This is an optimization exercise on Yosys and OpenROAD, whose aim is small area, a short achievable clock period and few clock cycles, not a production implementation. In this exercise RTL edits were held to simulation tests only and were not proved equivalent to the original. No activity file was given, so power comes from the tool's default toggle rates.

## bmem_top
module bmem_top (
    input  logic         clk,
    input  logic         rst_n,
    input  logic [31:0]  icache_addr,
    input  logic         icache_read,
    output logic         icache_resp,
    output logic [255:0] icache_rdata,
    input  logic [31:0]  dcache_addr,
    input  logic         dcache_read,
    input  logic         dcache_write,
    input  logic [255:0] dcache_wdata,
    output logic         dcache_resp,
    output logic [255:0] dcache_rdata,
    output logic [31:0]  bmem_addr,
    output logic         bmem_read,
    output logic         bmem_write,
    output logic [63:0]  bmem_wdata,
    input  logic         bmem_ready,
    input  logic [63:0]  bmem_rdata,
    input  logic         bmem_rvalid
);
export LEC_CHECK = 0
export ABC_AREA = 1
export CAP_MARGIN = 20
export CORE_AREA = 10 10 370 370
export CTS_BUF_LIST = sky130_fd_sc_hd__clkbuf_8
export DIE_AREA = 0 0 380 380
export PLACE_DENSITY = 0.4
export SETUP_SLACK_MARGIN = 2.4
export SLEW_MARGIN = 20
create_clock -name core_clock -period 5.0 [get_ports {clk}]
standard.sh (not shown) runs the stock make flow with config.mk's settings and CLKGATE_MAP_FILE= SYNTH_SCRIPT=/design/flow/synth_recipe.tcl, a recipe that flattens the netlist after the stock synthesis.
==> flow/flow/run.sh <==
#!/bin/bash
# Standard layout with two changes: a fixed pin plan (written by flow/pins.py and sourced
# at the end of floorplan through ORFS's IO_CONSTRAINTS hook) that keeps each bit slice's
# ports together, and buf_1 as the port buffer instead of the resizer's default pick.
set -euo pipefail
python3 flow/pins.py 380 > pins.tcl 2> pins.log
export IO_CONSTRAINTS="$PWD/pins.tcl"
export BUFFER_PORTS_ARGS="-buffer_cell sky130_fd_sc_hd__buf_1"
bash standard.sh > flow_standard.log 2>&1
Other scripts of this flow, unchanged in this note and not shown: flow/flow/pins.py
Testbench counts at the start, summed over its fixed seeds: cycles 13,461.
==> next run, changes <==
--- a/flow/config.mk
+++ b/flow/config.mk
@@ -12,4 +12,5 @@
 export DIE_AREA = 0 0 380 380
 export PLACE_DENSITY = 0.4
-export SETUP_SLACK_MARGIN = 2.4
+export SETUP_SLACK_MARGIN = 2.5
 export SLEW_MARGIN = 20
+export TNS_END_PERCENT = 0
Effect:
- final area barely changes
- wire length increases slightly
- synthesized area is unchanged
- final cell count is unchanged
==> next run, changes <==
--- a/flow/flow/run.sh
+++ b/flow/flow/run.sh
@@ -4,5 +4,5 @@
 # ports together, and buf_1 as the port buffer instead of the resizer's default pick.
 set -euo pipefail
-python3 flow/pins.py 380 > pins.tcl 2> pins.log
+python3 flow/pins.py 300 6 > pins.tcl 2> pins.log
 export IO_CONSTRAINTS="$PWD/pins.tcl"
 export BUFFER_PORTS_ARGS="-buffer_cell sky130_fd_sc_hd__buf_1"
--- a/flow/config.mk
+++ b/flow/config.mk
@@ -8,9 +8,8 @@
 export ABC_AREA = 1
 export CAP_MARGIN = 20
-export CORE_AREA = 10 10 370 370
+export CORE_AREA = 10 10 290 290
 export CTS_BUF_LIST = sky130_fd_sc_hd__clkbuf_8
-export DIE_AREA = 0 0 380 380
+export DIE_AREA = 0 0 300 300
 export PLACE_DENSITY = 0.4
-export SETUP_SLACK_MARGIN = 2.5
+export SETUP_SLACK_MARGIN = 2.6
 export SLEW_MARGIN = 20
-export TNS_END_PERCENT = 0
The changed run ran to the end with no violations.
Cell count is lower by 20%.
Global-route usage climbs by 3.1 points.
Sequential power stays flat.
Clock power rose by about 9%.
Worst setup slack improves by 45 ps.

Another version of the RTL of bmem_top (not shown whole).
For scale: roughly 850 cells after synthesis, ~210 flip-flops, ~11000 um2 of cells after synthesis.
clock: 5.0 ns
lec_check: 0
cap_margin: 20
core_area: 10 10 370 370
die_area: 0 0 380 380
place_density: 0.4
slew_margin: 20
==> flow/flow/run.sh <==
#!/bin/bash
# Standard layout with two changes: a fixed pin plan (written by flow/pins.py and sourced
# at the end of floorplan through ORFS's IO_CONSTRAINTS hook) that keeps each bit slice's
# ports together, and buf_1 as the port buffer instead of the resizer's default pick.
set -euo pipefail
python3 flow/pins.py 380 > pins.tcl 2> pins.log
export IO_CONSTRAINTS="$PWD/pins.tcl"
export BUFFER_PORTS_ARGS="-buffer_cell sky130_fd_sc_hd__buf_1"
bash standard.sh > flow_standard.log 2>&1
==> flow/flow/pins.py <==
#!/usr/bin/env python3
"""Writes pins.tcl, a fixed pin plan for bmem_top on a square die (side given, um).

The control pins sit at the middle of the bottom edge; next to them, going outward,
the address slices (icache_addr[a], bmem_addr[a], dcache_addr[a]) and then the write
slices (the four dcache_wdata bits that bmem_wdata[k] selects from, and bmem_wdata[k]),
wrapping round the bottom corners. The read slices (bmem_rdata[k] with the eight rdata
outputs it feeds) are spread over the rest of the edge. Every path from an input to an
output then stays inside one slice."""
import sys

side = float(sys.argv[1]) if len(sys.argv) > 1 else 380.0
margin = 12.0
M2_OFF, M2_PITCH = 0.23, 0.46     # vertical layer, bottom and top edges
M3_OFF, M3_PITCH = 0.34, 0.68     # horizontal layer, left and right edges
STEP = 2                          # every second track, as place_pins does by default

def tracks(off, pitch):
    out = []
    i = 0
    while True:
        v = off + pitch * i
        if v > side - margin:
            break
        if v >= margin:
            out.append(round(v, 3))
        i += STEP
    return out

xs = tracks(M2_OFF, M2_PITCH)
ys = tracks(M3_OFF, M3_PITCH)
# slots as (edge, coordinate)
bottom = [("B", x) for x in xs]
top = [("T", x) for x in xs]
left = [("L", y) for y in ys]
right = [("R", y) for y in ys]

ctl = ["icache_read", "dcache_read", "dcache_write", "bmem_write", "bmem_ready", "bmem_read",
       "bmem_rvalid", "icache_resp", "dcache_resp", "rst_n", "clk"]
addr = [[f"icache_addr[{a}]", f"bmem_addr[{a}]", f"dcache_addr[{a}]"] for a in range(32)]
wr = [[f"dcache_wdata[{k}]", f"dcache_wdata[{k+64}]", f"bmem_wdata[{k}]",
       f"dcache_wdata[{k+128}]", f"dcache_wdata[{k+192}]"] for k in range(64)]
rd = [[f"icache_rdata[{k}]", f"dcache_rdata[{k}]", f"icache_rdata[{k+64}]", f"dcache_rdata[{k+64}]",
       f"bmem_rdata[{k}]", f"icache_rdata[{k+192}]", f"dcache_rdata[{k+192}]",
       f"icache_rdata[{k+128}]", f"dcache_rdata[{k+128}]"] for k in range(64)]

# Walk outward from the bottom centre: the left path runs to the bottom-left corner then up
# the left edge; the right path to the bottom-right corner then up the right edge.
mid = len(bottom) // 2
c0 = mid - len(ctl) // 2
assign = {}
for i, n in enumerate(ctl):
    assign[n] = bottom[c0 + i]
lpath = bottom[:c0][::-1] + left
rpath = bottom[c0 + len(ctl):] + right
li = ri = 0
half_a = len(addr) // 2
half_w = len(wr) // 2
lseq = addr[:half_a] + wr[:half_w]
rseq = addr[half_a:] + wr[half_w:]
for g in lseq:
    for n in g[::-1]:
        assign[n] = lpath[li]; li += 1
for g in rseq:
    for n in g:
        assign[n] = rpath[ri]; ri += 1
# Remaining slots: up the rest of the left edge, across the top, down the right edge.
rest = left[li - len(bottom[:c0]):] if li > c0 else left
rest_r = right[ri - len(bottom[c0 + len(ctl):]):] if ri > len(bottom) - c0 - len(ctl) else right
free = rest + top + rest_r[::-1]
n_rd = sum(len(g) for g in rd)
assert n_rd <= len(free), (n_rd, len(free))
# spread the read groups evenly over the free slots
gap = (len(free) - n_rd) / len(rd)
pos = 0.0
for g in rd:
    p = int(round(pos))
    for j, n in enumerate(g):
        assign[n] = free[p + j]
    pos += len(g) + gap

assert len(set(assign.values())) == len(assign) == 1003, len(assign)
lines = []
for n, (e, v) in sorted(assign.items()):
    if e == "B":
        lines.append(f"place_pin -pin_name {{{n}}} -layer met2 -location {{{v} 0.24}} -pin_size {{0.14 0.48}}")
    elif e == "T":
        lines.append(f"place_pin -pin_name {{{n}}} -layer met2 -location {{{v} {side-0.24:.3f}}} -pin_size {{0.14 0.48}}")
    elif e == "L":
        lines.append(f"place_pin -pin_name {{{n}}} -layer met3 -location {{0.4 {v}}} -pin_size {{0.8 0.3}}")
    else:
        lines.append(f"place_pin -pin_name {{{n}}} -layer met3 -location {{{side-0.4:.3f} {v}}} -pin_size {{0.8 0.3}}")
print("\n".join(lines))
Testbench counts at the start, summed over its fixed seeds: cycles 13,461.
Rerun with:
- ABC_AREA: not set -> 1
- CTS_BUF_LIST: not set -> sky130_fd_sc_hd__clkbuf_8
- SETUP_SLACK_MARGIN: not set -> 2.45
The changed run produced a clean layout; clock power is lower by about a fifth; routed wire length is higher by a little under a tenth; via count is higher by roughly a tenth; power is higher slightly; clock-buffer cell count is higher by 6.
Rerun with:
- ABC_AREA: 1 -> not set
- CTS_BUF_LIST: sky130_fd_sc_hd__clkbuf_8 -> not set
- SETUP_SLACK_MARGIN: 2.45 -> 2.8
Count of clock-buffer cells in the layout goes down by 12.
Worst setup slack got worse by 0.10 ns.
Design area goes up by 24%.
Flip-flop and latch count stays the same.
Maximum frequency goes down by about 4%.
Routed wire length goes up by about 18%.
Rerun with:
- ABC_AREA: not set -> 1
- CTS_BUF_LIST: not set -> sky130_fd_sc_hd__clkbuf_8
- SETUP_SLACK_MARGIN: 2.8 -> 2.2
Core utilization decreases by 3.3 points.
Global-route usage shrinks by 0.81 points.
Total power went down by 13%.
Synthesized cell count rises by 24%.
Area after synthesis goes up by 1.1%.
Worst setup slack gains 0.089 ns.
Die area stays the same.
Count of clock-buffer cells in the layout increases by 15.
Final area is lower by 22%.
Wire length fell by 14%.
Rerun with:
--- a/flow/flow/run.sh
+++ b/flow/flow/run.sh
@@ -5,3 +5,3 @@
 set -euo pipefail
-python3 flow/pins.py 380 > pins.tcl 2> pins.log
+python3 flow/pins.py 340 6 > pins.tcl 2> pins.log
 export IO_CONSTRAINTS="$PWD/pins.tcl"
--- a/flow/flow/pins.py
+++ b/flow/flow/pins.py
@@ -12,3 +12,3 @@
 side = float(sys.argv[1]) if len(sys.argv) > 1 else 380.0
-margin = 12.0
+margin = float(sys.argv[2]) if len(sys.argv) > 2 else 12.0
 M2_OFF, M2_PITCH = 0.23, 0.46     # vertical layer, bottom and top edges
- ABC_AREA: 1 -> not set
- CORE_AREA: 10 10 370 370 -> 10 10 330 330
- CTS_BUF_LIST: sky130_fd_sc_hd__clkbuf_8 -> not set
- DIE_AREA: 0 0 380 380 -> 0 0 340 340
After rerunning:
- The changed run completed without violations
- hold slack improved by 0.0031 ns
- non-clock buffer count came out higher by 3
- total power falls by 1.3%
- utilization climbs by 2.5 points
- final cell count shrinks by 17%
- clock power rose by about 5%
- synthesized cell count came out lower by 19%
- global-route usage is higher by 1.0 points
- routed wire length goes down by 4.4%
Rerun with:
--- a/flow/flow/run.sh
+++ b/flow/flow/run.sh
@@ -5,3 +5,3 @@
 set -euo pipefail
-python3 flow/pins.py 340 6 > pins.tcl 2> pins.log
+python3 flow/pins.py 380 > pins.tcl 2> pins.log
 export IO_CONSTRAINTS="$PWD/pins.tcl"
--- a/flow/flow/pins.py
+++ b/flow/flow/pins.py
@@ -12,3 +12,3 @@
 side = float(sys.argv[1]) if len(sys.argv) > 1 else 380.0
-margin = float(sys.argv[2]) if len(sys.argv) > 2 else 12.0
+margin = 12.0
 M2_OFF, M2_PITCH = 0.23, 0.46     # vertical layer, bottom and top edges
- CORE_AREA: 10 10 330 330 -> 10 10 370 370
- CTS_BUF_LIST: not set -> sky130_fd_sc_hd__clkbuf_8
- DIE_AREA: 0 0 340 340 -> 0 0 380 380
- PLACE_DENSITY: 0.4 -> 0.65
Effect: The changed run produced a clean layout. Routed wire length decreases by 2.6%. Global-route usage decreases by 1.4 points. Area after synthesis does not change. Clock skew rises by 0.021 ns. Setup slack is worse by 0.034 ns. Total power came out lower by 4.5%. Final area goes up by 3.0%. Clock power came out lower by 13%. Synthesized cell count does not change. Via count climbs by 3.0%.

==> static timing again, ports no longer ideal <==
The results above use ideal ports. As a check the final layouts listed here were re-extracted and re-timed, cells and wires unchanged.
Step 1 assumes that a clkbuf_16 drives the clock port and a buf_2 every other input.
Step 2 moves the port delays by t, midway between the first and last clock arrival at a register: inputs arrive t later, outputs are due t later. That takes back most of the time a late clock gives input paths.
Slacks: no drivers / after step 1 / after step 2; pairs: no drivers / after step 1.
run | t (ns) | setup slack, ns | worst slew at a driven data input, ns
the first run of note 1 | 0.650 | 2.501 / 2.459 / 1.882 | 0.06
the second run of note 1 | 0.656 | 2.477 / 2.426 / 2.280 | 0.06
the third run of note 1 | 0.600 | 2.522 / 2.477 / 2.281 | 0.06
the first run of note 2 | 0.617 | 1.667 / 1.616 / 2.008 | 0.05
the second run of note 2 | 0.647 | 2.364 / 2.313 / 1.942 | 0.07
the third run of note 2 | 0.625 | 2.259 / 2.207 / 2.407 | 0.07
the fourth run of note 2 | 0.659 | 2.348 / 2.298 / 2.067 | 0.06
the fifth run of note 2 | 0.599 | 2.287 / 2.252 / 2.034 | 0.06
the sixth run of note 2 | 0.651 | 2.252 / 2.200 / 1.983 | 0.05
After both steps every run listed still meets setup and hold. For the first run of note 1, which loses most, drivers alone change the setup slack by -0.042 ns; drivers and shift together by -0.619 ns.
